Background: an optimization exercise with open tools, aiming at small area, a short achievable clock period and few clock cycles. Do not read the settings as production practice. Only simulation tests tie the RTL to the original design; equivalence was not proved.

## flow/design.v (module list and top-level ports; edited modules follow where they fit)
// module gru_cell_mul_cs: 1133 lines
// module gru_cell: 183 lines
module gru_cell #(
    parameter int DATA_WIDTH     = 32,
    parameter int FRAC_BITS      = 16,
    parameter int GRU_UNITS      = 3,
    parameter int INPUT_FEATURES = 3,
    parameter int CELL_INDEX     = 0
) (
    input  logic                                   clk,
    input  logic                                   rst,
    input  logic                                   i_start_cell,
    output logic                                   o_done_cell,
    input  logic                                   i_computation_phase,
    input  logic [INPUT_FEATURES*DATA_WIDTH-1:0]   i_input_vector_flat,
    input  logic [GRU_UNITS*DATA_WIDTH-1:0]        i_prev_hidden_state_flat,
    input  logic [GRU_UNITS*DATA_WIDTH-1:0]        i_r_modified_hidden_flat,
    input  logic [INPUT_FEATURES*DATA_WIDTH-1:0]   i_Wr_flat,
    input  logic [INPUT_FEATURES*DATA_WIDTH-1:0]   i_Wz_flat,
    input  logic [INPUT_FEATURES*DATA_WIDTH-1:0]   i_Wh_flat,
    input  logic [GRU_UNITS*DATA_WIDTH-1:0]        i_Ur_flat,
    input  logic [GRU_UNITS*DATA_WIDTH-1:0]        i_Uz_flat,
    input  logic [GRU_UNITS*DATA_WIDTH-1:0]        i_Uh_flat,
    input  logic signed [DATA_WIDTH-1:0]           i_br,
    input  logic signed [DATA_WIDTH-1:0]           i_bz,
    input  logic signed [DATA_WIDTH-1:0]           i_bh,
    output logic signed [DATA_WIDTH-1:0]           o_new_hidden_state
);
  // ...
==> flow/flow/run.sh <==
#!/bin/bash
set -euo pipefail
export BUFFER_PORTS_ARGS="-buffer_cell sky130_fd_sc_hd__buf_1"
bash standard.sh > standard.log 2>&1
==> flow/standard.sh <==
#!/bin/bash
# synth_recipe.tcl (not shown) runs the flow's synth.tcl, then flattens the netlist and writes it again
# the make line also repeats each setting of config.mk as NAME=value (left out here)
make -C /OpenROAD-flow-scripts/flow DESIGN_CONFIG=/design/flow/config.mk WORK_HOME=/design/flow/orfs CLKGATE_MAP_FILE= SYNTH_SCRIPT=/design/flow/synth_recipe.tcl "${@:-finish}"
==> flow/config.mk <==
export PLATFORM = sky130hd
export DESIGN_NAME = gru_cell
export DESIGN_NICKNAME = gru_cell
export VERILOG_FILES = /design/flow/design.v
export SDC_FILE = /design/flow/constraint.sdc
export NUM_CORES = 4
export LEC_CHECK = 0
export CAP_MARGIN = 20
export CORE_MARGIN = 2
export CORE_UTILIZATION = 40
export SLEW_MARGIN = 20
==> flow/constraint.sdc <==
create_clock -name core_clock -period 10.0 [get_ports {clk}]
set_input_delay 2.0000 -clock core_clock [delete_from_list [all_inputs] [get_ports {clk}]]
set_output_delay 2.0000 -clock core_clock [all_outputs]
set_load 0.01 [all_outputs]
==> tab_implementation.tex, run 1 <==
\begin{tabular}{lr}
\hline
Metric & Value \\
\hline
\multicolumn{2}{l}{\textbf{Status}} \\
\quad Result of the run & no timing/DRC/antenna violations \\
\multicolumn{2}{l}{\textbf{Place}} \\
\quad Post-placement cell count & roughly 6700 \\
\quad Dpl hpwl & 230.3 mm \\
\multicolumn{2}{l}{\textbf{Worst setup path}} \\
\quad Worst-path cell with the longest stage delay & sky130\_fd\_sc\_hd\_\_a2111oi\_0 \\
\quad Startpoint types & flop \\
\quad Capturing instance or port of the critical path & out\_q[29] \\
\quad Number of buffer and inverter stages on the critical path & 3 \\
\multicolumn{2}{l}{\textbf{Detailed routing}} \\
\quad Vias & 47330 \\
\quad Average wire length per cell after detail routing & 43.34 µm \\
\quad Via-per-instance ratio & 6.906 \\
\quad Residual DRC count & 0 \\
\quad Number of iterations in the first detailed-routing pass & 9 \\
\multicolumn{2}{l}{\textbf{Synthesis}} \\
\quad Post-Syn Instances & 4688 \\
\quad XOR/XNOR share of the synthesized area & 13.32\% \\
\quad Ys async rst share & 0\% \\
\multicolumn{2}{l}{\textbf{Floorplanning}} \\
\quad Die outline area & about 110000 µm² \\
\multicolumn{2}{l}{\textbf{Global routing}} \\
\quad Met3 Usage GRT & about 29\% \\
\quad Pin count of the biggest net entering global routing & 135 \\
\multicolumn{2}{l}{\textbf{Layout}} \\
\quad Biggest area consumer among cell classes & multi-input gates \\
\quad Commonest non-fill, non-tap cells in the layout & 993 x sky130\_fd\_sc\_hd\_\_buf\_1, 612 x sky130\_fd\_sc\_hd\_\_a22oi\_1, 459 x sky130\_fd\_sc\_hd\_\_fa\_1 \\
\quad Clk tree area frac & 2.879\% \\
\quad Register area & about 5400 µm² \\
\multicolumn{2}{l}{\textbf{STA}} \\
\quad Slew HR & 13.81\% \\
\hline
\end{tabular}
Testbench counts, summed over its fixed seeds: cycles 13,432.
==> inputs of run 2 (changes only) <==
==> flow/run.sh (new file) <==
#!/bin/bash
# synth_recipe.tcl (not shown) runs the flow's synth.tcl, then flattens the netlist and writes it again
# the make line also repeats each setting of config.mk as NAME=value (left out here)
make -C /OpenROAD-flow-scripts/flow DESIGN_CONFIG=/design/flow/config.mk WORK_HOME=/design/flow/orfs CLKGATE_MAP_FILE= SYNTH_SCRIPT=/design/flow/synth_recipe.tcl finish
removed: flow/flow/run.sh
removed: flow/standard.sh
==> run 2 against run 1 <==
Compared with the run above:
- register-to-register slack improved by 0.06 ns
- utilization rose by 5.8 points
- synthesized cell count unchanged
- largest cell class unchanged
- maximum frequency is 1.1% higher
- non-clock buffer count grew 4
==> tab_implementation.tex, run 2 <==
\begin{tabular}{lr}
\hline
Metric & Value \\
\hline
\multicolumn{2}{l}{\textbf{Floorplanning}} \\
\quad Area of the core & 103300 µm² (unchanged) \\
\quad Vertical die dimension & 326.5 µm (unchanged) \\
\quad Die outline area & 106600 µm² (unchanged) \\
\quad Horizontal die dimension & 326.5 µm (unchanged) \\
\quad Starting Density & 40.26\% (unchanged) \\
\quad I/O Pins & 997 (unchanged) \\
\quad Row count & 118 (unchanged) \\
\multicolumn{2}{l}{\textbf{Synthesis}} \\
\quad Number of synthesized register bits & 257 (unchanged) \\
\quad Cell types with the largest area share after synthesis & sky130\_fd\_sc\_hd\_\_fa\_1 22\%, sky130\_fd\_sc\_hd\_\_dfxtp\_1 12\%, sky130\_fd\_sc\_hd\_\_a22oi\_1 11\%, sky130\_fd\_sc\_hd\_\_xor2\_1 8.8\%, sky130\_fd\_sc\_hd\_\_mux2i\_1 4.9\% (unchanged) \\
\quad XOR/XNOR share of the synthesized area & 13.32\% (unchanged) \\
\quad Ys async rst share & 0\% (unchanged) \\
\quad Post-synthesis instance area & 41610 µm² (unchanged) \\
\quad Post-Syn Instances & 4688 (unchanged) \\
\quad Fraction of synthesized area in multiplexers & 7.358\% (unchanged) \\
\quad Synth top area share & 22.08\% (unchanged) \\
\quad Most instantiated flip-flop cell in the synthesis netlist & sky130\_fd\_sc\_hd\_\_dfxtp\_1 (unchanged) \\
\quad Largest family of logic cells by synthesized area & adder cells (unchanged) \\
\quad Net Count, Synth & 6266 (unchanged) \\
\quad Cell type with the highest aggregate area in the netlist & sky130\_fd\_sc\_hd\_\_fa\_1 (unchanged) \\
\quad Distinct cell type count of the synthesized netlist & 89 (unchanged) \\
\quad Area fraction in and, or, nand and nor cells after synthesis & 8.134\% (unchanged) \\
\quad Avg Cell Area, Syn & 8.876 µm² (unchanged) \\
\quad Post-synthesis adder-cell area fraction & 26.74\% (unchanged) \\
\quad Most common cell in the netlist & sky130\_fd\_sc\_hd\_\_a22oi\_1 (unchanged) \\
\quad Post-synth EDFFs & 17 (unchanged) \\
\quad Top post-synthesis cells by count & 612 x sky130\_fd\_sc\_hd\_\_a22oi\_1, 459 x sky130\_fd\_sc\_hd\_\_fa\_1, 417 x sky130\_fd\_sc\_hd\_\_xor2\_1 (unchanged) \\
\quad Fraction of the mapped netlist area in compound gates & 24.09\% (unchanged) \\
\quad Portion of the post-synthesis area used by sequential elements & 12.77\% (unchanged) \\
\quad Number of warnings reported in the yosys synthesis log & 1 (unchanged) \\
\multicolumn{2}{l}{\textbf{STA}} \\
\quad Final worst clock skew & 0.02882 ns (was 0.05280 ns) \\
\quad Final setup violation count & 0 (unchanged) \\
\quad Final worst path period need & 5.815 ns (was 5.879 ns) \\
\quad Final max-slew violation count & 0 (unchanged) \\
\quad Setup\_tns & 0 ns (unchanged) \\
\quad RSZ-0062 raised after global routing & false (unchanged) \\
\quad Transition at the pin with the smallest max-transition slack & 1.264 ns (was 1.293 ns) \\
\quad Share of the cycle needed by the critical path after routing & 58.15\% (was 58.79\%) \\
\quad Hold slack final & 0.5283 ns (was 0.5446 ns) \\
\quad Slew HR & 15.25\% (was 13.81\%) \\
\quad Setup ws final & 4.185 ns (was 4.121 ns) \\
\quad Hold Vio Cnt, Final & 0 (unchanged) \\
\quad Achievable clock frequency & 172.0 MHz (was 170.1 MHz) \\
\multicolumn{2}{l}{\textbf{Clock network}} \\
\quad H-tree depth & 2 (unchanged) \\
\quad Number of clock buffers inserted by TritonCTS & 35 (was 37) \\
\quad Clock transition at path regs & 0.07 ns (about the same) \\
\quad Number of buffers inserted by post-CTS setup repair & 0 (unchanged) \\
\quad Buffer cell driving the clock tree root & sky130\_fd\_sc\_hd\_\_clkbuf\_16 (unchanged) \\
\quad TritonCTS clock tree & yes (unchanged) \\
\quad Hold-fix buffers at CTS & 0 (unchanged) \\
\quad CTS-repair resized insts & 0 (unchanged) \\
\quad CTS sink cnt & 257 (unchanged) \\
\quad Number of buffers between clock root and the deepest sink & 3 (unchanged) \\
\quad Worst skew pair latency & 0.59 ns (was 0.63 ns) \\
\multicolumn{2}{l}{\textbf{Layout}} \\
\quad Most common cell after layout, fill and taps aside & sky130\_fd\_sc\_hd\_\_clkdlybuf4s50\_1 (was sky130\_fd\_sc\_hd\_\_buf\_1) \\
\quad Share of final-layout standard cells stronger than drive strength 1 & 6.363\% (was 6.640\%) \\
\quad Post-layout net count & 6958 (was 6956) \\
\quad Fillers & 9918 (was 10430) \\
\quad Share of the core filled with cells & 52.21\% (was 46.42\%) \\
\quad Commonest non-fill, non-tap cells in the layout & 995 x sky130\_fd\_sc\_hd\_\_clkdlybuf4s50\_1, 612 x sky130\_fd\_sc\_hd\_\_a22oi\_1, 459 x sky130\_fd\_sc\_hd\_\_fa\_1 (was 993 x sky130\_fd\_sc\_hd\_\_buf\_1, 612 x sky130\_fd\_sc\_hd\_\_a22oi\_1, 459 x sky130\_fd\_sc\_hd\_\_fa\_1) \\
\quad Area growth from synthesis to layout & 29.68\% (was 15.31\%) \\
\quad Top Registers & c\_q (47), s\_q (47), acc\_q (35) (unchanged) \\
\quad Area taken by multi-input logic gates & 33260 µm² (was 33300 µm²) \\
\quad Register area & 5421 µm² (unchanged) \\
\multicolumn{2}{l}{\textbf{Worst setup path}} \\
\quad Setup crit end kind & flop (unchanged) \\
\quad Data required time at the worst endpoint & 10.46 ns (was 10.51 ns) \\
\quad R2R cell count & 18 (unchanged) \\
\quad Crit Path Max Fanout & 49 (unchanged) \\
\quad Startpoint types & flop (unchanged) \\
\quad Kind of critical path & reg -> reg (unchanged) \\
\quad Reg-to-reg slack, setup & 4.19 ns (was 4.12 ns) \\
\quad WP data arrival & 6.28 ns (was 6.39 ns) \\
\multicolumn{2}{l}{\textbf{Global routing}} \\
\quad Number of antenna violations at the first check in global routing & 107 (was 110) \\
\quad Vias in the first global route & 44190 (was 44100) \\
\quad Global-route usage over all layers & 52.28\% (was 54.35\%) \\
\quad Overflow left after global routing & 0 (unchanged) \\
\quad Wire length of the first global-routing pass & 383.5 mm (was 395.4 mm) \\
\quad Pin count of the biggest net entering global routing & 136 (was 135) \\
\multicolumn{2}{l}{\textbf{Place}} \\
\quad Worst setup slack before clock tree synthesis & 4.482 ns (was 4.285 ns) \\
\quad Dpl hpwl & 223.4 mm (was 230.3 mm) \\
\quad Count of buffers from port buffering & 996 (unchanged) \\
\quad Global placement routability congestion & 1.083 (was 1.064) \\
\multicolumn{2}{l}{\textbf{Detailed routing}} \\
\quad Number of iterations in the first detailed-routing pass & 10 (was 9) \\
\quad Via-per-instance ratio & 6.794 (was 6.906) \\
\quad Vias & 46590 (was 47330) \\
\quad Number of design-rule violations left by the first detailed-router iteration & 7664 (was 7877) \\
\quad Antenna-violating nets left & 0 (unchanged) \\
\quad Residual DRC count & 0 (unchanged) \\
\quad Sum of routed wire length over all layers & 287.3 mm (was 297.0 mm) \\
\quad Average wire length per cell after detail routing & 41.90 µm (was 43.34 µm) \\
\multicolumn{2}{l}{\textbf{Run}} \\
\quad \# Max-Cap Violations & 0 (unchanged) \\
\multicolumn{2}{l}{\textbf{Worst hold path}} \\
\quad Worst hold path class & reg -> reg (unchanged) \\
\quad Cell count of the worst hold path & 2 (unchanged) \\
\multicolumn{2}{l}{\textbf{Status}} \\
\quad Result of the run & no timing/DRC/antenna violations (unchanged) \\
\hline
\end{tabular}
-- run 2: cell counts after synthesis --
Identical to the previous run, type by type.
-- run 2: area by class of cell --
type / instances / area share [%]
multi-input combinational: 3598 / 61.64
tap: 1380 / 3.200
inverter: 385 / 2.678
timing repair buffer: 1103 / 19.98
antenna: 72 / 0.3339
clock buffer: 47 / 1.820
sequential: 257 / 10.05
clock inverter: 16 / 0.3014
-- run 2: stage by stage --
step | std cells | instance area, µm²
2_1_floorplan | 4688 | 41610
3_3_place_gp | 6723 | 52630
3_5_place_dp | 6723 | 52630
4_1_cts | 6786 | 53780
5_1_grt | 6819 | 53860
6_report | 6858 | 53960
-- run 2: routing by layer --
layer  global-route usage (%)  up-vias  share of wire (%)
met5                   0.1775        -               0.11
met2                    72.68     4336                 40
met4                    40.65       50                9.9
li1                         -    18300                  -
met3                    23.53     1006                 15
met1                    62.44    22900                 36
-- run 2: critical path, cell delays in order, from the launching register on --
cell and delay [ns]:
sky130_fd_sc_hd__dfxtp_1 0.31, sky130_fd_sc_hd__buf_4 0.43, sky130_fd_sc_hd__nor2_2 0.04, sky130_fd_sc_hd__buf_4 0.26, sky130_fd_sc_hd__a22oi_1 0.59, sky130_fd_sc_hd__fa_1 0.57, sky130_fd_sc_hd__inv_1 0.07, sky130_fd_sc_hd__ha_1 0.17
sky130_fd_sc_hd__a21oi_1 0.11, sky130_fd_sc_hd__nand4b_1 0.24, sky130_fd_sc_hd__a2111oi_0 0.75, sky130_fd_sc_hd__or4b_2 0.31, sky130_fd_sc_hd__a41oi_1 0.19, sky130_fd_sc_hd__o31ai_1 0.73, sky130_fd_sc_hd__a21o_1 0.22, sky130_fd_sc_hd__a21oi_1 0.08
sky130_fd_sc_hd__xnor2_1 0.16, sky130_fd_sc_hd__mux2_2 0.29, sky130_fd_sc_hd__o21a_1 0.16
-- run 2: worst paths after layout --
| kind | endpoint | start |
|---|---|---|
| worst min-delay path | armed_q | armed_q |
| worst max register to register | out_q[29] | f_bias_q |
| worst min register to register | armed_q | armed_q |
| worst max-delay path | out_q[29] | f_bias_q |
-- run 2: cell families after synthesis --
| family | after synthesis |
|---|---|
| AOI/OAI and AO/OA | 1381 |
| xor gates and xnor gates | 633 |
| adders and majority gates | 614 |
| buffers and inverters | 833 |
| DFF | 257 |
| muxes | 262 |
| and+or+nand+nor | 708 |
==> module gru_cell, before the edit <==
module gru_cell #(
    parameter int DATA_WIDTH     = 32,
    parameter int FRAC_BITS      = 16,
    parameter int GRU_UNITS      = 3,
    parameter int INPUT_FEATURES = 3,
    parameter int CELL_INDEX     = 0
) (
    input  logic                                   clk,
    input  logic                                   rst,
    input  logic                                   i_start_cell,
    output logic                                   o_done_cell,
    input  logic                                   i_computation_phase,
    input  logic [INPUT_FEATURES*DATA_WIDTH-1:0]   i_input_vector_flat,
    input  logic [GRU_UNITS*DATA_WIDTH-1:0]        i_prev_hidden_state_flat,
    input  logic [GRU_UNITS*DATA_WIDTH-1:0]        i_r_modified_hidden_flat,
    input  logic [INPUT_FEATURES*DATA_WIDTH-1:0]   i_Wr_flat,
    input  logic [INPUT_FEATURES*DATA_WIDTH-1:0]   i_Wz_flat,
    input  logic [INPUT_FEATURES*DATA_WIDTH-1:0]   i_Wh_flat,
    input  logic [GRU_UNITS*DATA_WIDTH-1:0]        i_Ur_flat,
    input  logic [GRU_UNITS*DATA_WIDTH-1:0]        i_Uz_flat,
    input  logic [GRU_UNITS*DATA_WIDTH-1:0]        i_Uh_flat,
    input  logic signed [DATA_WIDTH-1:0]           i_br,
    input  logic signed [DATA_WIDTH-1:0]           i_bz,
    input  logic signed [DATA_WIDTH-1:0]           i_bh,
    output logic signed [DATA_WIDTH-1:0]           o_new_hidden_state
);
    localparam logic [1:0] ST_IDLE = 2'd0, ST_RUN = 2'd1, ST_DONE = 2'd2;
    logic [1:0]  state_q, state_d;
    logic [4:0]  cnt_q, cnt_d;
    logic        done_q, done_d, armed_q, armed_d, ph_q;
    logic        begin_req, last;
    logic        f_bias_q, f_zero_q, f_sig_q, f_hold_q, f_fin_q;
    logic [31:0] w_sel, x_sel, w_q;
    logic [32:0] bx;
    logic [15:0] one_d, two_d, neg_d, one_q, two_q, neg_q;
    logic [63:0] ps, pc;
    logic [16:0] lo_sum;
    logic [47:0] s_q, c_q;
    logic        cy_q;
    logic [48:0] q49;
    logic [47:0] q48;
    logic        ovf;
    logic [34:0] csa_s, csa_c, acc_p, acc_m;
    logic [35:0] acc_n;
    logic [34:0] acc_q, acc_d, base;
    logic [31:0] out_q, out_d, bias_sel;
    logic [34:0] sig_t;
    logic [16:0] sig_v;       
    logic [17:0] tnh_v;       
    logic [16:0] omz;         
    assign begin_req = (state_q == ST_IDLE) && i_start_cell && armed_q;
    assign sig_t = {{2{acc_q[34]}}, acc_q[34:2]} + 35'sd32768;
    assign sig_v = sig_t[34] ? 17'd0 : (sig_t[33:16] != 18'd0) ? 17'h10000 : sig_t[16:0];
    assign tnh_v = ($signed(acc_q) < -35'sd65536) ? -18'sd65536 :
                   ($signed(acc_q) >  35'sd65536) ?  18'sd65536 : acc_q[17:0];
    assign omz   = 17'h10000 - out_q[16:0];
    always_comb begin
        w_sel = '0;
        x_sel = '0;
        case (cnt_q)
            5'd0: begin
                w_sel = i_computation_phase ? i_Wz_flat[0 +: 32] : i_Wr_flat[0 +: 32];
                x_sel = i_input_vector_flat[0 +: 32];
            end
            5'd1, 5'd2: begin
                w_sel = ph_q ? i_Wz_flat[cnt_q[1:0]*32 +: 32] : i_Wr_flat[cnt_q[1:0]*32 +: 32];
                x_sel = i_input_vector_flat[cnt_q[1:0]*32 +: 32];
            end
            5'd3: begin
                w_sel = ph_q ? i_Uz_flat[0 +: 32] : i_Ur_flat[0 +: 32];
                x_sel = i_prev_hidden_state_flat[0 +: 32];
            end
            5'd4: begin
                w_sel = ph_q ? i_Uz_flat[32 +: 32] : i_Ur_flat[32 +: 32];
                x_sel = i_prev_hidden_state_flat[32 +: 32];
            end
            5'd5: begin
                w_sel = ph_q ? i_Uz_flat[64 +: 32] : i_Ur_flat[64 +: 32];
                x_sel = i_prev_hidden_state_flat[64 +: 32];
            end
            5'd6: begin w_sel = i_Wh_flat[0 +: 32];  x_sel = i_input_vector_flat[0 +: 32];  end
            5'd7: begin w_sel = i_Wh_flat[32 +: 32]; x_sel = i_input_vector_flat[32 +: 32]; end
            5'd8: begin w_sel = i_Wh_flat[64 +: 32]; x_sel = i_input_vector_flat[64 +: 32]; end
            5'd9:  begin w_sel = i_Uh_flat[0 +: 32];  x_sel = i_r_modified_hidden_flat[0 +: 32];  end
            5'd10: begin w_sel = i_Uh_flat[32 +: 32]; x_sel = i_r_modified_hidden_flat[32 +: 32]; end
            5'd11: begin w_sel = i_Uh_flat[64 +: 32]; x_sel = i_r_modified_hidden_flat[64 +: 32]; end
            5'd12: begin w_sel = i_prev_hidden_state_flat[0 +: 32]; x_sel = {15'd0, out_q[16:0]}; end
            5'd14: begin w_sel = {{14{tnh_v[17]}}, tnh_v}; x_sel = {15'd0, omz}; end
            default: begin w_sel = '0; x_sel = '0; end
        endcase
    end
    assign bx = {x_sel, 1'b0};
    always_comb begin
        for (int i = 0; i < 16; i++) begin
            one_d[i] = bx[2*i+1] ^ bx[2*i];
            two_d[i] = (bx[2*i+2] & ~bx[2*i+1] & ~bx[2*i]) | (~bx[2*i+2] & bx[2*i+1] & bx[2*i]);
            neg_d[i] = bx[2*i+2];
        end
    end
    gru_cell_mul_cs u_mul (
        .a(w_q), .bone(one_q), .btwo(two_q), .bneg(neg_q), .s(ps), .c(pc)
    );
    assign lo_sum = {1'b0, ps[15:0]} + {1'b0, pc[15:0]};
    assign q49  = {s_q, 1'b1} + {c_q, cy_q};
    assign q48  = q49[48:1];
    assign ovf  = !(q48[47:31] == 17'h00000 || q48[47:31] == 17'h1FFFF);
    always_comb begin
        if (f_bias_q)
            base = {{3{out_q[31]}}, out_q};
        else if (f_zero_q)
            base = '0;
        else
            base = acc_q;
    end
    assign csa_s = base ^ s_q[34:0] ^ c_q[34:0];
    assign csa_c = (base & s_q[34:0]) | (base & c_q[34:0]) | (s_q[34:0] & c_q[34:0]);
    assign acc_n = {csa_s, 1'b1} + {csa_c[33:0], 1'b0, cy_q};
    assign acc_p = base + 35'h0_7FFF_FFFF;
    assign acc_m = base - 35'h0_8000_0000;
    assign acc_d = !ovf ? acc_n[35:1] : q48[47] ? acc_m : acc_p;
    assign bias_sel = ph_q ? ((cnt_q == 5'd0 || cnt_q == 5'd1) ? i_bz : i_bh) : i_br;
    assign last     = ph_q ? (cnt_q == 5'd16) : (cnt_q == 5'd8);
    assign out_d = f_sig_q ? {15'd0, sig_v} : f_fin_q ? acc_d[31:0] : f_hold_q ? out_q : bias_sel;
    always_comb begin
        state_d = state_q;
        cnt_d   = cnt_q;
        done_d  = done_q;
        armed_d = armed_q | !i_start_cell;
        if (begin_req) begin
            state_d = ST_RUN;
            cnt_d   = 5'd1;
            armed_d = 1'b0;
        end
        if (state_q == ST_RUN) begin
            cnt_d = cnt_q + 5'd1;
            if (last) begin
                state_d = ST_DONE;
                cnt_d   = 5'd0;
                done_d  = 1'b1;
            end
        end
        if (state_q == ST_DONE) begin
            if (!i_start_cell) begin
                state_d = ST_IDLE;
                done_d  = 1'b0;
            end
        end
    end
    always_ff @(posedge clk) begin
        f_bias_q <= (cnt_d == 5'd2) || (ph_q && cnt_d == 5'd8);
        f_zero_q <= ph_q && cnt_d == 5'd14;
        f_sig_q  <= state_d == ST_RUN && cnt_d == 5'd8;
        f_hold_q <= state_d == ST_DONE || (state_d == ST_RUN && ph_q && cnt_d > 5'd8 && cnt_d < 5'd16);
        f_fin_q  <= state_d == ST_RUN && ph_q && cnt_d == 5'd16;
    end
    always_ff @(posedge clk) begin
        if (rst) begin
            state_q <= ST_IDLE;
            cnt_q   <= '0;
            done_q  <= 1'b0;
            armed_q <= 1'b0;
        end else begin
            state_q <= state_d;
            cnt_q   <= cnt_d;
            done_q  <= done_d;
            armed_q <= armed_d;
        end
    end
    always_ff @(posedge clk) begin
        ph_q  <= i_computation_phase;
        w_q   <= w_sel;
        one_q <= one_d;
        two_q <= two_d;
        neg_q <= neg_d;
        s_q   <= ps[63:16];
        c_q   <= pc[63:16];
        cy_q  <= lo_sum[16];
        acc_q <= acc_d;
        out_q <= out_d;
    end
    assign o_done_cell        = done_q;
    assign o_new_hidden_state = out_q;
endmodule
==> inputs of run 3 (changes only) <==
--- a/flow/design.v
+++ b/flow/design.v
@@ -1268,5 +1268,5 @@
     assign bias_sel = ph_q ? ((cnt_q == 5'd0 || cnt_q == 5'd1) ? i_bz : i_bh) : i_br;
     assign last     = ph_q ? (cnt_q == 5'd16) : (cnt_q == 5'd8);
-    assign out_d = f_sig_q ? {15'd0, sig_v} : f_fin_q ? acc_d[31:0] : f_hold_q ? out_q : bias_sel;
+    assign out_d = f_sig_q ? {15'd0, sig_v} : f_fin_q ? acc_n[32:1] : f_hold_q ? out_q : bias_sel;
     always_comb begin
         state_d = state_q;
--- a/flow/config.mk
+++ b/flow/config.mk
@@ -9,3 +9,5 @@
 export CORE_MARGIN = 2
 export CORE_UTILIZATION = 40
+export SETUP_SLACK_MARGIN = 5
 export SLEW_MARGIN = 20
+export TNS_END_PERCENT = 100
==> run 3 against run 2 <==
Compared with the run above:
- global-route usage decreased by 0.72 points
- clock-buffer cell count decreased by 3
- worst hold slack improved by 0.0029 ns
- critical endpoint is now one_q[7]
- largest cell class unchanged
==> tab_implementation.tex, run 3 <==
\begin{tabular}{lr}
\hline
Metric & Value \\
\hline
\multicolumn{2}{l}{\textbf{Synthesis}} \\
\quad Cell types with the largest area share after synthesis & sky130\_fd\_sc\_hd\_\_fa\_1 22\%, sky130\_fd\_sc\_hd\_\_dfxtp\_1 11\%, sky130\_fd\_sc\_hd\_\_a22oi\_1 10\%, sky130\_fd\_sc\_hd\_\_xor2\_1 8.5\%, sky130\_fd\_sc\_hd\_\_xnor2\_1 4.7\% (was sky130\_fd\_sc\_hd\_\_fa\_1 22\%, sky130\_fd\_sc\_hd\_\_dfxtp\_1 12\%, sky130\_fd\_sc\_hd\_\_a22oi\_1 11\%, sky130\_fd\_sc\_hd\_\_xor2\_1 8.8\%, sky130\_fd\_sc\_hd\_\_mux2i\_1 4.9\%) \\
\quad Distinct cell type count of the synthesized netlist & 86 (was 89) \\
\quad Number of warnings reported in the yosys synthesis log & 1 (unchanged) \\
\quad Number of synthesized register bits & 257 (unchanged) \\
\quad Ys async rst share & 0\% (unchanged) \\
\quad Most common cell in the netlist & sky130\_fd\_sc\_hd\_\_a22oi\_1 (unchanged) \\
\quad Top post-synthesis cells by count & 582 x sky130\_fd\_sc\_hd\_\_a22oi\_1, 459 x sky130\_fd\_sc\_hd\_\_fa\_1, 415 x sky130\_fd\_sc\_hd\_\_inv\_1 (was 612 x sky130\_fd\_sc\_hd\_\_a22oi\_1, 459 x sky130\_fd\_sc\_hd\_\_fa\_1, 417 x sky130\_fd\_sc\_hd\_\_xor2\_1) \\
\quad Post-Syn Instances & 4777 (was 4688) \\
\quad Post-synth EDFFs & 17 (unchanged) \\
\quad Cell type with the highest aggregate area in the netlist & sky130\_fd\_sc\_hd\_\_fa\_1 (unchanged) \\
\quad Post-synthesis instance area & 42000 µm² (was 41610 µm²) \\
\quad Avg Cell Area, Syn & 8.792 µm² (was 8.876 µm²) \\
\quad Net Count, Synth & 6355 (was 6266) \\
\quad Most instantiated flip-flop cell in the synthesis netlist & sky130\_fd\_sc\_hd\_\_dfxtp\_1 (unchanged) \\
\quad Synth top area share & 21.88\% (was 22.08\%) \\
\quad Portion of the post-synthesis area used by sequential elements & 12.65\% (was 12.77\%) \\
\multicolumn{2}{l}{\textbf{Layout}} \\
\quad Top Registers & c\_q (47), s\_q (47), acc\_q (35) (unchanged) \\
\quad Most common cell after layout, fill and taps aside & sky130\_fd\_sc\_hd\_\_clkdlybuf4s50\_1 (unchanged) \\
\quad Share of final-layout standard cells stronger than drive strength 1 & 7.069\% (was 6.363\%) \\
\quad Commonest non-fill, non-tap cells in the layout & 995 x sky130\_fd\_sc\_hd\_\_clkdlybuf4s50\_1, 581 x sky130\_fd\_sc\_hd\_\_a22oi\_1, 459 x sky130\_fd\_sc\_hd\_\_fa\_1 (was 995 x sky130\_fd\_sc\_hd\_\_clkdlybuf4s50\_1, 612 x sky130\_fd\_sc\_hd\_\_a22oi\_1, 459 x sky130\_fd\_sc\_hd\_\_fa\_1) \\
\quad Fillers & 9833 (was 9918) \\
\quad Area growth from synthesis to layout & 29.71\% (was 29.68\%) \\
\quad Count of non-filler cells in the finished layout & 6932 (was 6858) \\
\quad Post-layout net count & 7053 (was 6958) \\
\multicolumn{2}{l}{\textbf{Detailed routing}} \\
\quad Residual DRC count & 0 (unchanged) \\
\quad Antenna-violating nets left & 0 (unchanged) \\
\quad Average wire length per cell after detail routing & 41.44 µm (was 41.90 µm) \\
\quad Vias & 47150 (was 46590) \\
\quad Number of iterations in the first detailed-routing pass & 8 (was 10) \\
\quad Number of design-rule violations left by the first detailed-router iteration & 7976 (was 7664) \\
\quad Via-per-instance ratio & 6.802 (was 6.794) \\
\quad Sum of routed wire length over all layers & 287.3 mm (about the same) \\
\multicolumn{2}{l}{\textbf{Global routing}} \\
\quad Overflow left after global routing & 0 (unchanged) \\
\quad Wire length of the first global-routing pass & 381.3 mm (was 383.5 mm) \\
\quad Vias in the first global route & 44410 (was 44190) \\
\quad Pin count of the biggest net entering global routing & 89 (was 136) \\
\quad Global-route usage over all layers & 51.56\% (was 52.28\%) \\
\quad Number of antenna violations at the first check in global routing & 71 (was 107) \\
\multicolumn{2}{l}{\textbf{Worst setup path}} \\
\quad Kind of critical path & reg -> reg (unchanged) \\
\quad Cell Chain, Critical Path & clkinvlp\_4, ha\_1, and2\_4, a222oi\_1, nand3\_1, a221o\_1, a221oi\_1, inv\_1, xnor2\_1 (was buf\_4, nor2\_2, buf\_4, a22oi\_1, fa\_1, inv\_1, ha\_1, a21oi\_1, nand4b\_1, a2111oi\_0, or4b\_2, a41oi\_1, o31ai\_1, a21o\_1, a21oi\_1, xnor2\_1, mux2\_2, o21a\_1) \\
\quad Startpoint types & flop (unchanged) \\
\quad Data required time at the worst endpoint & 10.44 ns (was 10.46 ns) \\
\quad Crit Path Max Fanout & 28 (was 49) \\
\quad Setup crit end kind & flop (unchanged) \\
\quad Worst-path cell with the longest stage delay & sky130\_fd\_sc\_hd\_\_a222oi\_1 (was sky130\_fd\_sc\_hd\_\_a2111oi\_0) \\
\quad CP max stage delay & 1.02 ns (was 0.75 ns) \\
\quad WP data arrival & 5.52 ns (was 6.28 ns) \\
\multicolumn{2}{l}{\textbf{Clock network}} \\
\quad Buffer cell driving the clock tree root & sky130\_fd\_sc\_hd\_\_clkbuf\_16 (unchanged) \\
\quad Hold-fix buffers at CTS & 0 (unchanged) \\
\quad Number of buffers between clock root and the deepest sink & 3 (unchanged) \\
\quad H-tree depth & 2 (unchanged) \\
\quad Number of clock buffers inserted by TritonCTS & 37 (was 35) \\
\quad Clock transition at path regs & 0.07 ns (about the same) \\
\quad CTS sink cnt & 257 (unchanged) \\
\quad Worst skew pair latency & 0.61 ns (was 0.59 ns) \\
\quad TritonCTS clock tree & yes (unchanged) \\
\multicolumn{2}{l}{\textbf{STA}} \\
\quad Hold Vio Cnt, Final & 0 (unchanged) \\
\quad Final worst clock skew & 0.03876 ns (was 0.02882 ns) \\
\quad Hold slack final & 0.5312 ns (was 0.5283 ns) \\
\quad RSZ-0062 raised after global routing & false (unchanged) \\
\quad Setup ws final & 4.926 ns (was 4.185 ns) \\
\quad Setup\_tns & 0 ns (unchanged) \\
\quad Final max-slew violation count & 0 (unchanged) \\
\quad Achievable clock frequency & 197.1 MHz (was 172.0 MHz) \\
\quad Final setup violation count & 0 (unchanged) \\
\quad Transition at the pin with the smallest max-transition slack & 1.292 ns (was 1.264 ns) \\
\quad Slew HR & 11.42\% (was 15.25\%) \\
\quad Final worst path period need & 5.074 ns (was 5.815 ns) \\
\quad Share of the cycle needed by the critical path after routing & 50.74\% (was 58.15\%) \\
\multicolumn{2}{l}{\textbf{Place}} \\
\quad Worst setup slack before clock tree synthesis & 4.465 ns (was 4.482 ns) \\
\quad Post-placement cell count & 6810 (was 6723) \\
\quad Count of buffers from port buffering & 996 (unchanged) \\
\quad Global placement routability congestion & 1.078 (was 1.083) \\
\quad Dpl hpwl & 223.3 mm (was 223.4 mm) \\
\multicolumn{2}{l}{\textbf{Floorplanning}} \\
\quad Area of the core & 103800 µm² (was 103300 µm²) \\
\quad Die outline area & 107600 µm² (was 106600 µm²) \\
\quad Vertical die dimension & 328.0 µm (was 326.5 µm) \\
\quad I/O Pins & 997 (unchanged) \\
\quad Starting Density & 40.47\% (was 40.26\%) \\
\quad Horizontal die dimension & 328.0 µm (was 326.5 µm) \\
\quad Row count & 118 (unchanged) \\
\multicolumn{2}{l}{\textbf{Status}} \\
\quad Result of the run & no timing/DRC/antenna violations (unchanged) \\
\multicolumn{2}{l}{\textbf{Run}} \\
\quad \# Max-Cap Violations & 0 (unchanged) \\
\multicolumn{2}{l}{\textbf{Worst hold path}} \\
\quad Worst hold path class & reg -> reg (unchanged) \\
\hline
\end{tabular}
[run 3: cell count changes after synthesis, sizes merged, moves of 15 or more]
cell    before  now
o21a        29   14
and3        16   35
a222oi      42   92
or4          4   22
inv        384  416
a22oi      612  582
nand2      214  244
a21oi      151  182
nand4       61   35
nor3        42   60
a221o       44   21
o21ai      152  174
o22ai       39   11
[run 3: layout make-up]
type	count	area [µm²]	area share (%)
well taps	1380	1727	3.169
clock buffers	44	982.2	1.803
multi-input cells	3651	33540	61.56
diodes	49	122.6	0.2251
flip-flops and latches	257	5425	9.958
inverters	419	1579	2.898
repair buffers	1109	10850	19.91
clock inverters	23	256.5	0.4708
[run 3: worst paths after layout]
kind | from | endpoint | slack (ns) | cells after the start
setup / recovery | cnt_q[1] | one_q[7] | 4.93 | 9
hold / removal | armed_q | armed_q | 0.53 | 2
setup reg to reg | cnt_q[1] | one_q[7] | 4.93 | 9
hold reg to reg | armed_q | armed_q | 0.53 | 2
[run 3: per-stage QoR]
stage / area (µm²) / utilization (%)
final: 54480 / 52.49
after global routing: 54410 / 52.42
after CTS: 54230 / 52.25
after detailed placement: 52950 / 51.01
after global placement: 52940 / 51.01
after floorplan: 42000 / -
[run 3: metal layers]
metal	vias up	global-route usage (%)	share of wire [%]
li1	18570	-	-
met1	23150	62.10	35
met2	4442	71.64	39
met3	945	25.26	17
met4	42	35.38	8.7
met5	-	0	0.10
[run 3: cell families after synthesis]
kind of cell             count (synthesis)  synth area share, %
AND/OR/NAND/NOR                        763                8.705
AO/OA/AOI/OAI                         1381                23.83
adder cells (fa/ha/maj)                614                26.50
multiplexers                           262                7.313
XOR/XNOR                               631                13.16
flip-flops                             257                12.65
buffers and inverters                  869                7.847
[run 3: repair_timing]
action	CTS	global route
pin swaps	1	3
cloned	0	1
buffers inserted	0	4
gates resized for setup	12	16
endpoints found under the setup margin	14	26
[run 3: critical path: cells and delay by family (launching register included)]
family | cells | cell delay (ns)
XOR/XNOR | 1 | 0.17
flip-flops | 1 | 0.65
AO/OA/AOI/OAI | 3 | 1.90
AND/OR/NAND/NOR | 2 | 0.86
adder cells (fa/ha/maj) | 1 | 0.49
buffers and inverters | 2 | 0.78
Testbench counts of run 3, summed over its fixed seeds: cycles 13,432.
==> inputs of run 4 (changes only) <==
--- a/flow/design.v
+++ b/flow/design.v
@@ -1177,5 +1177,7 @@
     logic        done_q, done_d, armed_q, armed_d, ph_q;
     logic        begin_req, last;
-    logic        f_bias_q, f_zero_q, f_sig_q, f_hold_q, f_fin_q;
+    logic [15:0] sl_q, sl_d;          
+    logic [5:1]  slr_q, slz_q;        
+    logic        f_b01_q, f_bh_q, f_init_q, f_sig_q, f_fin_q, f_hold_q;
     logic [31:0] w_sel, x_sel, w_q;
     logic [32:0] bx;
@@ -1188,8 +1190,7 @@
     logic [47:0] q48;
     logic        ovf;
-    logic [34:0] csa_s, csa_c, acc_p, acc_m;
+    logic [34:0] acc_q, acc_d, dot_q, binit, csa_s, csa_c, acc_p, acc_m;
     logic [35:0] acc_n;
-    logic [34:0] acc_q, acc_d, base;
-    logic [31:0] out_q, out_d, bias_sel;
+    logic [31:0] out_q, out_d;
     logic [34:0] sig_t;
     logic [16:0] sig_v;       
@@ -1197,43 +1198,33 @@
     logic [16:0] omz;         
     assign begin_req = (state_q == ST_IDLE) && i_start_cell && armed_q;
-    assign sig_t = {{2{acc_q[34]}}, acc_q[34:2]} + 35'sd32768;
+    assign sig_t = {{2{dot_q[34]}}, dot_q[34:2]} + 35'sd32768;
     assign sig_v = sig_t[34] ? 17'd0 : (sig_t[33:16] != 18'd0) ? 17'h10000 : sig_t[16:0];
-    assign tnh_v = ($signed(acc_q) < -35'sd65536) ? -18'sd65536 :
-                   ($signed(acc_q) >  35'sd65536) ?  18'sd65536 : acc_q[17:0];
+    assign tnh_v = ($signed(dot_q) < -35'sd65536) ? -18'sd65536 :
+                   ($signed(dot_q) >  35'sd65536) ?  18'sd65536 : dot_q[17:0];
     assign omz   = 17'h10000 - out_q[16:0];
     always_comb begin
-        w_sel = '0;
-        x_sel = '0;
-        case (cnt_q)
-            5'd0: begin
-                w_sel = i_computation_phase ? i_Wz_flat[0 +: 32] : i_Wr_flat[0 +: 32];
-                x_sel = i_input_vector_flat[0 +: 32];
-            end
-            5'd1, 5'd2: begin
-                w_sel = ph_q ? i_Wz_flat[cnt_q[1:0]*32 +: 32] : i_Wr_flat[cnt_q[1:0]*32 +: 32];
-                x_sel = i_input_vector_flat[cnt_q[1:0]*32 +: 32];
-            end
-            5'd3: begin
-                w_sel = ph_q ? i_Uz_flat[0 +: 32] : i_Ur_flat[0 +: 32];
-                x_sel = i_prev_hidden_state_flat[0 +: 32];
-            end
-            5'd4: begin
-                w_sel = ph_q ? i_Uz_flat[32 +: 32] : i_Ur_flat[32 +: 32];
-                x_sel = i_prev_hidden_state_flat[32 +: 32];
-            end
-            5'd5: begin
-                w_sel = ph_q ? i_Uz_flat[64 +: 32] : i_Ur_flat[64 +: 32];
-                x_sel = i_prev_hidden_state_flat[64 +: 32];
-            end
-            5'd6: begin w_sel = i_Wh_flat[0 +: 32];  x_sel = i_input_vector_flat[0 +: 32];  end
-            5'd7: begin w_sel = i_Wh_flat[32 +: 32]; x_sel = i_input_vector_flat[32 +: 32]; end
-            5'd8: begin w_sel = i_Wh_flat[64 +: 32]; x_sel = i_input_vector_flat[64 +: 32]; end
-            5'd9:  begin w_sel = i_Uh_flat[0 +: 32];  x_sel = i_r_modified_hidden_flat[0 +: 32];  end
-            5'd10: begin w_sel = i_Uh_flat[32 +: 32]; x_sel = i_r_modified_hidden_flat[32 +: 32]; end
-            5'd11: begin w_sel = i_Uh_flat[64 +: 32]; x_sel = i_r_modified_hidden_flat[64 +: 32]; end
-            5'd12: begin w_sel = i_prev_hidden_state_flat[0 +: 32]; x_sel = {15'd0, out_q[16:0]}; end
-            5'd14: begin w_sel = {{14{tnh_v[17]}}, tnh_v}; x_sel = {15'd0, omz}; end
-            default: begin w_sel = '0; x_sel = '0; end
-        endcase
+        w_sel = ({32{sl_q[0]}} & (i_computation_phase ? i_Wz_flat[0 +: 32] : i_Wr_flat[0 +: 32]))
+              | ({32{slr_q[1]}} & i_Wr_flat[32 +: 32]) | ({32{slz_q[1]}} & i_Wz_flat[32 +: 32])
+              | ({32{slr_q[2]}} & i_Wr_flat[64 +: 32]) | ({32{slz_q[2]}} & i_Wz_flat[64 +: 32])
+              | ({32{slr_q[3]}} & i_Ur_flat[0 +: 32])  | ({32{slz_q[3]}} & i_Uz_flat[0 +: 32])
+              | ({32{slr_q[4]}} & i_Ur_flat[32 +: 32]) | ({32{slz_q[4]}} & i_Uz_flat[32 +: 32])
+              | ({32{slr_q[5]}} & i_Ur_flat[64 +: 32]) | ({32{slz_q[5]}} & i_Uz_flat[64 +: 32])
+              | ({32{sl_q[6]}}  & i_Wh_flat[0 +: 32])  | ({32{sl_q[7]}}  & i_Wh_flat[32 +: 32])
+              | ({32{sl_q[8]}}  & i_Wh_flat[64 +: 32])
+              | ({32{sl_q[9]}}  & i_Uh_flat[0 +: 32])  | ({32{sl_q[10]}} & i_Uh_flat[32 +: 32])
+              | ({32{sl_q[11]}} & i_Uh_flat[64 +: 32])
+              | ({32{sl_q[12]}} & i_prev_hidden_state_flat[0 +: 32])
+              | ({32{sl_q[14]}} & {{14{tnh_v[17]}}, tnh_v});
+        x_sel = ({32{sl_q[0] | sl_q[6]}} & i_input_vector_flat[0 +: 32])
+              | ({32{sl_q[1] | sl_q[7]}} & i_input_vector_flat[32 +: 32])
+              | ({32{sl_q[2] | sl_q[8]}} & i_input_vector_flat[64 +: 32])
+              | ({32{sl_q[3]}}  & i_prev_hidden_state_flat[0 +: 32])
+              | ({32{sl_q[4]}}  & i_prev_hidden_state_flat[32 +: 32])
+              | ({32{sl_q[5]}}  & i_prev_hidden_state_flat[64 +: 32])
+              | ({32{sl_q[9]}}  & i_r_modified_hidden_flat[0 +: 32])
+              | ({32{sl_q[10]}} & i_r_modified_hidden_flat[32 +: 32])
+              | ({32{sl_q[11]}} & i_r_modified_hidden_flat[64 +: 32])
+              | ({32{sl_q[12]}} & {15'd0, out_q[16:0]})
+              | ({32{sl_q[14]}} & {15'd0, omz});
     end
     assign bx = {x_sel, 1'b0};
@@ -1249,24 +1240,17 @@
     );
     assign lo_sum = {1'b0, ps[15:0]} + {1'b0, pc[15:0]};
-    assign q49  = {s_q, 1'b1} + {c_q, cy_q};
-    assign q48  = q49[48:1];
-    assign ovf  = !(q48[47:31] == 17'h00000 || q48[47:31] == 17'h1FFFF);
-    always_comb begin
-        if (f_bias_q)
-            base = {{3{out_q[31]}}, out_q};
-        else if (f_zero_q)
-            base = '0;
-        else
-            base = acc_q;
-    end
-    assign csa_s = base ^ s_q[34:0] ^ c_q[34:0];
-    assign csa_c = (base & s_q[34:0]) | (base & c_q[34:0]) | (s_q[34:0] & c_q[34:0]);
+    assign q49   = {s_q, 1'b1} + {c_q, cy_q};
+    assign q48   = q49[48:1];
+    assign ovf   = !(q48[47:31] == 17'h00000 || q48[47:31] == 17'h1FFFF);
+    assign csa_s = acc_q ^ s_q[34:0] ^ c_q[34:0];
+    assign csa_c = (acc_q & s_q[34:0]) | (acc_q & c_q[34:0]) | (s_q[34:0] & c_q[34:0]);
     assign acc_n = {csa_s, 1'b1} + {csa_c[33:0], 1'b0, cy_q};
-    assign acc_p = base + 35'h0_7FFF_FFFF;
-    assign acc_m = base - 35'h0_8000_0000;
+    assign acc_p = acc_q + 35'h0_7FFF_FFFF;
+    assign acc_m = acc_q - 35'h0_8000_0000;
     assign acc_d = !ovf ? acc_n[35:1] : q48[47] ? acc_m : acc_p;
-    assign bias_sel = ph_q ? ((cnt_q == 5'd0 || cnt_q == 5'd1) ? i_bz : i_bh) : i_br;
-    assign last     = ph_q ? (cnt_q == 5'd16) : (cnt_q == 5'd8);
-    assign out_d = f_sig_q ? {15'd0, sig_v} : f_fin_q ? acc_n[32:1] : f_hold_q ? out_q : bias_sel;
+    assign binit = f_b01_q ? (i_computation_phase ? {{3{i_bz[31]}}, i_bz} : {{3{i_br[31]}}, i_br}) :
+                   f_bh_q  ? {{3{i_bh[31]}}, i_bh} : 35'd0;
+    assign out_d = f_sig_q ? {15'd0, sig_v} : f_fin_q ? acc_n[32:1] : out_q;
+    assign last = ph_q ? (cnt_q == 5'd16) : (cnt_q == 5'd8);
     always_comb begin
         state_d = state_q;
@@ -1294,9 +1278,17 @@
         end
     end
+    always_comb begin
+        sl_d = '0;
+        for (int k = 0; k < 16; k++)
+            sl_d[k] = cnt_d == k;
+    end
     always_ff @(posedge clk) begin
-        f_bias_q <= (cnt_d == 5'd2) || (ph_q && cnt_d == 5'd8);
-        f_zero_q <= ph_q && cnt_d == 5'd14;
+        sl_q     <= sl_d;
+        slr_q    <= sl_d[5:1] & {5{!i_computation_phase}};
+        slz_q    <= sl_d[5:1] & {5{i_computation_phase}};
+        f_b01_q  <= cnt_d == 5'd0 || cnt_d == 5'd1;
+        f_bh_q   <= ph_q && cnt_d == 5'd7;
+        f_init_q <= cnt_d == 5'd0 || cnt_d == 5'd1 || (ph_q && (cnt_d == 5'd7 || cnt_d == 5'd13));
         f_sig_q  <= state_d == ST_RUN && cnt_d == 5'd8;
-        f_hold_q <= state_d == ST_DONE || (state_d == ST_RUN && ph_q && cnt_d > 5'd8 && cnt_d < 5'd16);
         f_fin_q  <= state_d == ST_RUN && ph_q && cnt_d == 5'd16;
     end
@@ -1323,5 +1315,6 @@
         c_q   <= pc[63:16];
         cy_q  <= lo_sum[16];
-        acc_q <= acc_d;
+        acc_q <= f_init_q ? binit : acc_d;
+        dot_q <= acc_d;
         out_q <= out_d;
     end
==> flow/flow/run.sh (new file) <==
#!/bin/bash
set -euo pipefail
export BUFFER_PORTS_ARGS="-buffer_cell sky130_fd_sc_hd__buf_1"
bash standard.sh > standard.log 2>&1
==> flow/standard.sh (new file) <==
#!/bin/bash
# synth_recipe.tcl (not shown) runs the flow's synth.tcl, then flattens the netlist and writes it again
# the make line also repeats each setting of config.mk as NAME=value (left out here)
make -C /OpenROAD-flow-scripts/flow DESIGN_CONFIG=/design/flow/config.mk WORK_HOME=/design/flow/orfs CLKGATE_MAP_FILE= SYNTH_SCRIPT=/design/flow/synth_recipe.tcl "${@:-finish}"
--- a/flow/config.mk
+++ b/flow/config.mk
@@ -9,5 +9,3 @@
 export CORE_MARGIN = 2
 export CORE_UTILIZATION = 40
-export SETUP_SLACK_MARGIN = 5
 export SLEW_MARGIN = 20
-export TNS_END_PERCENT = 100
removed: flow/run.sh
==> run 4 against run 3 <==
Compared with the run above:
- still clean
- register-to-register slack got worse by 0.28 ns
- global-route usage up 3.9 points
- maximum frequency fell by 5.2%
- area after synthesis decreased by 4.7%
- worst hold slack got worse by 0.039 ns
- wire length increased by 0.45%
- critical path type unchanged
==> tab_implementation.tex, run 4 <==
\begin{tabular}{lr}
\hline
Metric & Value \\
\hline
\multicolumn{2}{l}{\textbf{Worst setup path}} \\
\quad Worst-path cell with the longest stage delay & sky130\_fd\_sc\_hd\_\_o31ai\_1 (was sky130\_fd\_sc\_hd\_\_a222oi\_1) \\
\quad Cell Chain, Critical Path & ha\_1, and4\_1, nand3\_1, nor3\_2, o2111ai\_1, o31ai\_1, o31a\_1, o21ai\_2, a31oi\_2, a31o\_2, nor4\_2, o22ai\_1, nand3\_4, mux2\_1, o21a\_1 (was clkinvlp\_4, ha\_1, and2\_4, a222oi\_1, nand3\_1, a221o\_1, a221oi\_1, inv\_1, xnor2\_1) \\
\quad WP data arrival & 5.86 ns (was 5.52 ns) \\
\quad Setup crit end kind & flop (unchanged) \\
\quad Startpoint types & flop (unchanged) \\
\quad Crit Path Max Fanout & 44 (was 28) \\
\quad Data required time at the worst endpoint & 10.50 ns (was 10.44 ns) \\
\quad CP max stage delay & 0.61 ns (was 1.02 ns) \\
\quad Kind of critical path & reg -> reg (unchanged) \\
\multicolumn{2}{l}{\textbf{Clock network}} \\
\quad Number of buffers inserted by post-CTS setup repair & 0 (unchanged) \\
\quad CTS-repair resized insts & 0 (was 12) \\
\quad Clock transition at path regs & 0.06 ns (was 0.07 ns) \\
\quad Hold-fix buffers at CTS & 0 (unchanged) \\
\quad H-tree depth & 2 (unchanged) \\
\quad Number of clock buffers inserted by TritonCTS & 40 (was 37) \\
\quad Buffer cell driving the clock tree root & sky130\_fd\_sc\_hd\_\_clkbuf\_16 (unchanged) \\
\quad CTS sink cnt & 316 (was 257) \\
\quad Number of buffers between clock root and the deepest sink & 3 (unchanged) \\
\quad Worst skew pair latency & 0.63 ns (was 0.61 ns) \\
\quad TritonCTS clock tree & yes (unchanged) \\
\multicolumn{2}{l}{\textbf{Detailed routing}} \\
\quad Vias & 44830 (was 47150) \\
\quad Sum of routed wire length over all layers & 288.6 mm (was 287.3 mm) \\
\quad Number of design-rule violations left by the first detailed-router iteration & 7889 (was 7976) \\
\quad Residual DRC count & 0 (unchanged) \\
\quad Number of iterations in the first detailed-routing pass & 13 (was 8) \\
\quad Antenna-violating nets left & 0 (unchanged) \\
\quad Average wire length per cell after detail routing & 44.38 µm (was 41.44 µm) \\
\quad Via-per-instance ratio & 6.895 (was 6.802) \\
\multicolumn{2}{l}{\textbf{Layout}} \\
\quad Share of final-layout standard cells stronger than drive strength 1 & 7.441\% (was 7.069\%) \\
\quad Area growth from synthesis to layout & 16.68\% (was 29.71\%) \\
\quad Most common cell after layout, fill and taps aside & sky130\_fd\_sc\_hd\_\_buf\_1 (was sky130\_fd\_sc\_hd\_\_clkdlybuf4s50\_1) \\
\quad Post-layout net count & 6625 (was 7053) \\
\quad Fillers & 10010 (was 9833) \\
\quad Commonest non-fill, non-tap cells in the layout & 994 x sky130\_fd\_sc\_hd\_\_buf\_1, 589 x sky130\_fd\_sc\_hd\_\_a22oi\_1, 459 x sky130\_fd\_sc\_hd\_\_fa\_1 (was 995 x sky130\_fd\_sc\_hd\_\_clkdlybuf4s50\_1, 581 x sky130\_fd\_sc\_hd\_\_a22oi\_1, 459 x sky130\_fd\_sc\_hd\_\_fa\_1) \\
\quad Top Registers & c\_q (47), s\_q (47) (was c\_q (47), s\_q (47), acc\_q (35)) \\
\multicolumn{2}{l}{\textbf{STA}} \\
\quad Slew HR & 3.736\% (was 11.42\%) \\
\quad RSZ-0062 raised after global routing & false (unchanged) \\
\quad Achievable clock frequency & 186.8 MHz (was 197.1 MHz) \\
\quad Hold Vio Cnt, Final & 0 (unchanged) \\
\quad Share of the cycle needed by the critical path after routing & 53.54\% (was 50.74\%) \\
\quad Final setup violation count & 0 (unchanged) \\
\quad Setup\_tns & 0 ns (unchanged) \\
\quad Final worst path period need & 5.354 ns (was 5.074 ns) \\
\quad Final worst clock skew & 0.04241 ns (was 0.03876 ns) \\
\quad Setup ws final & 4.646 ns (was 4.926 ns) \\
\quad Transition at the pin with the smallest max-transition slack & 1.444 ns (was 1.292 ns) \\
\quad Final max-slew violation count & 0 (unchanged) \\
\multicolumn{2}{l}{\textbf{Global routing}} \\
\quad Global-route usage over all layers & 55.47\% (was 51.56\%) \\
\quad Vias in the first global route & 41590 (was 44410) \\
\quad Number of antenna violations at the first check in global routing & 147 (was 71) \\
\quad Overflow left after global routing & 0 (unchanged) \\
\quad Wire length of the first global-routing pass & 381.3 mm (about the same) \\
\quad Pin count of the biggest net entering global routing & 46 (was 89) \\
\multicolumn{2}{l}{\textbf{Synthesis}} \\
\quad Ys async rst share & 0\% (unchanged) \\
\quad Synth top area share & 22.95\% (was 21.88\%) \\
\quad Most common cell in the netlist & sky130\_fd\_sc\_hd\_\_a22oi\_1 (unchanged) \\
\quad Cell types with the largest area share after synthesis & sky130\_fd\_sc\_hd\_\_fa\_1 23\%, sky130\_fd\_sc\_hd\_\_dfxtp\_1 15\%, sky130\_fd\_sc\_hd\_\_a22oi\_1 11\%, sky130\_fd\_sc\_hd\_\_xor2\_1 9.3\%, sky130\_fd\_sc\_hd\_\_ha\_1 4.8\% (was sky130\_fd\_sc\_hd\_\_fa\_1 22\%, sky130\_fd\_sc\_hd\_\_dfxtp\_1 11\%, sky130\_fd\_sc\_hd\_\_a22oi\_1 10\%, sky130\_fd\_sc\_hd\_\_xor2\_1 8.5\%, sky130\_fd\_sc\_hd\_\_xnor2\_1 4.7\%) \\
\quad Top post-synthesis cells by count & 589 x sky130\_fd\_sc\_hd\_\_a22oi\_1, 459 x sky130\_fd\_sc\_hd\_\_fa\_1, 423 x sky130\_fd\_sc\_hd\_\_xor2\_1 (was 582 x sky130\_fd\_sc\_hd\_\_a22oi\_1, 459 x sky130\_fd\_sc\_hd\_\_fa\_1, 415 x sky130\_fd\_sc\_hd\_\_inv\_1) \\
\quad Cell type with the highest aggregate area in the netlist & sky130\_fd\_sc\_hd\_\_fa\_1 (unchanged) \\
\quad Most instantiated flip-flop cell in the synthesis netlist & sky130\_fd\_sc\_hd\_\_dfxtp\_1 (unchanged) \\
\quad Net Count, Synth & 5862 (was 6355) \\
\quad Post-Syn Instances & 4286 (was 4777) \\
\quad Number of synthesized register bits & 316 (was 257) \\
\quad Post-synth EDFFs & 17 (unchanged) \\
\quad Distinct cell type count of the synthesized netlist & 82 (was 86) \\
\quad Avg Cell Area, Syn & 9.342 µm² (was 8.792 µm²) \\
\quad Number of warnings reported in the yosys synthesis log & 1 (unchanged) \\
\quad Portion of the post-synthesis area used by sequential elements & 16.23\% (was 12.65\%) \\
\quad Post-synthesis instance area & 40040 µm² (was 42000 µm²) \\
\multicolumn{2}{l}{\textbf{Floorplanning}} \\
\quad Die outline area & 102600 µm² (was 107600 µm²) \\
\quad Vertical die dimension & 320.4 µm (was 328.0 µm) \\
\quad Horizontal die dimension & 320.4 µm (was 328.0 µm) \\
\quad Row count & 116 (was 118) \\
\quad I/O Pins & 997 (unchanged) \\
\quad Starting Density & 40.15\% (was 40.47\%) \\
\quad Area of the core & 99710 µm² (was 103800 µm²) \\
\multicolumn{2}{l}{\textbf{Status}} \\
\quad Result of the run & no timing/DRC/antenna violations (unchanged) \\
\multicolumn{2}{l}{\textbf{Place}} \\
\quad Count of buffers from port buffering & 996 (unchanged) \\
\quad Dpl hpwl & 229.9 mm (was 223.3 mm) \\
\quad Global placement routability congestion & 1.080 (was 1.078) \\
\quad Worst setup slack before clock tree synthesis & 4.754 ns (was 4.465 ns) \\
\multicolumn{2}{l}{\textbf{Worst hold path}} \\
\quad Worst hold path class & reg -> reg (unchanged) \\
\multicolumn{2}{l}{\textbf{Run}} \\
\quad \# Max-Cap Violations & 0 (unchanged) \\
\hline
\end{tabular}
==> run 4: cell count changes in the layout (fill, tap and decap cells not counted), moves of 48 or more <==
cell | before | now
sky130_fd_sc_hd__a21oi_1 | 177 | 73
sky130_fd_sc_hd__clkdlybuf4s50_1 | 995 | 0
sky130_fd_sc_hd__nand2_1 | 243 | 159
sky130_fd_sc_hd__mux2i_1 | 191 | 35
sky130_fd_sc_hd__o21ai_0 | 169 | 98
sky130_fd_sc_hd__a22o_1 | 8 | 107
sky130_fd_sc_hd__diode_2 | 49 | 124
sky130_fd_sc_hd__nor2_1 | 168 | 91
sky130_fd_sc_hd__inv_1 | 415 | 333
sky130_fd_sc_hd__mux2_2 | 31 | 79
sky130_fd_sc_hd__dfxtp_1 | 158 | 243
sky130_fd_sc_hd__a211oi_1 | 71 | 10
sky130_fd_sc_hd__buf_1 | 0 | 994
==> run 4: kinds of logic (layout without fill, tap and decap cells) <==
| family | after synthesis | count (layout) | synth area share, % |
|---|---|---|---|
| compound gates | 1279 | 1279 | 24.47 |
| xor+xnor | 634 | 634 | 13.87 |
| fa+ha+maj | 612 | 612 | 27.73 |
| buf+inv | 747 | 1541 | 7.069 |
| flops | 316 | 316 | 16.22 |
| mux | 115 | 115 | 3.125 |
| other cells | 0 | 124 | 0 |
| simple gates | 583 | 583 | 7.506 |
==> run 4: area by class of cell <==
| class | instances | area [µm²] | area share [%] |
|---|---|---|---|
| inverters | 335 | 1257 | 2.692 |
| flip-flops and latches | 316 | 6574 | 14.07 |
| diodes | 124 | 310.3 | 0.6642 |
| clock inverters | 23 | 327.8 | 0.7017 |
| repair buffers | 1133 | 4788 | 10.25 |
| well taps | 1298 | 1624 | 3.476 |
| multi-input cells | 3223 | 30750 | 65.82 |
| clock buffers | 50 | 1089 | 2.330 |
==> run 4: layer usage <==
layer | vias up | routed length [µm] | part of all wire [%] | global-route usage, %
met3 | 1112 | 48520 | 17 | 36.43
met2 | 4232 | 108300 | 38 | 69.89
met4 | 84 | 29970 | 10 | 47.97
met1 | 22220 | 100100 | 35 | 62.23
li1 | 17180 | - | - | -
met5 | - | 1680 | 0.58 | 10.97
==> run 4: worst max-delay path: cells and delay by family (launching register included) <==
family          cells  cell delay [ns]
compound gates      8             2.45
simple gates        5             1.36
mux                 1             0.58
fa+ha+maj           1             0.47
flops               1             0.33
==> run 4: stage by stage <==
step           instances  instance area [µm²]  hold WS (ns)  util (%)
3_5_place_dp        6293                44880        0.4857     45.01
6_report            6502                46720        0.4922     46.85
2_1_floorplan       4286                40040        0.4364         -
3_3_place_gp        6291                44850        0.4791     44.98
4_1_cts             6366                46300        0.4939     46.43
5_1_grt             6440                46560        0.5301     46.70
==> run 4: worst paths after layout <==
kind	start	endpoint	slack, ns	cells past startpoint
setup / recovery	c_q[30]	acc_q[28]	4.65	15
hold reg to reg	out_q[22]	out_q[22]	0.49	2
setup reg to reg	c_q[30]	acc_q[28]	4.65	15
hold / removal	out_q[22]	out_q[22]	0.49	2
Testbench counts of run 4, summed over its fixed seeds: cycles 13,432.

## static timing again, ports no longer ideal
How much do the figures lean on ideal ports? The routed layouts below were timed once more, with nothing changed but the port constraints. Step 1 sets driving cells, clkbuf_16 on the clock port and buf_2 on the other inputs (assumed; they add their load-dependent delay and slew). Step 2 also shifts input and output timing later by t, the mid clock arrival at the registers, as if the neighbouring blocks saw the same clock. Three values: ideal ports, drivers, drivers and shift; two values: the first two.
run | t (ns) | setup slack, ns | pins driven straight from the clock port
run 1 | 0.665 | 4.121 / 4.121 / 4.121 | 1
run 2 | 0.635 | 4.185 / 4.185 / 4.185 | 1
run 3 | 0.651 | 4.926 / 4.926 / 4.328 | 1
run 4 | 0.691 | 4.646 / 4.646 / 4.646 | 1
After both steps setup and hold are still met in every run listed. For run 3, which loses most, drivers alone change the setup slack by 0.000 ns; drivers and shift together by -0.598 ns.
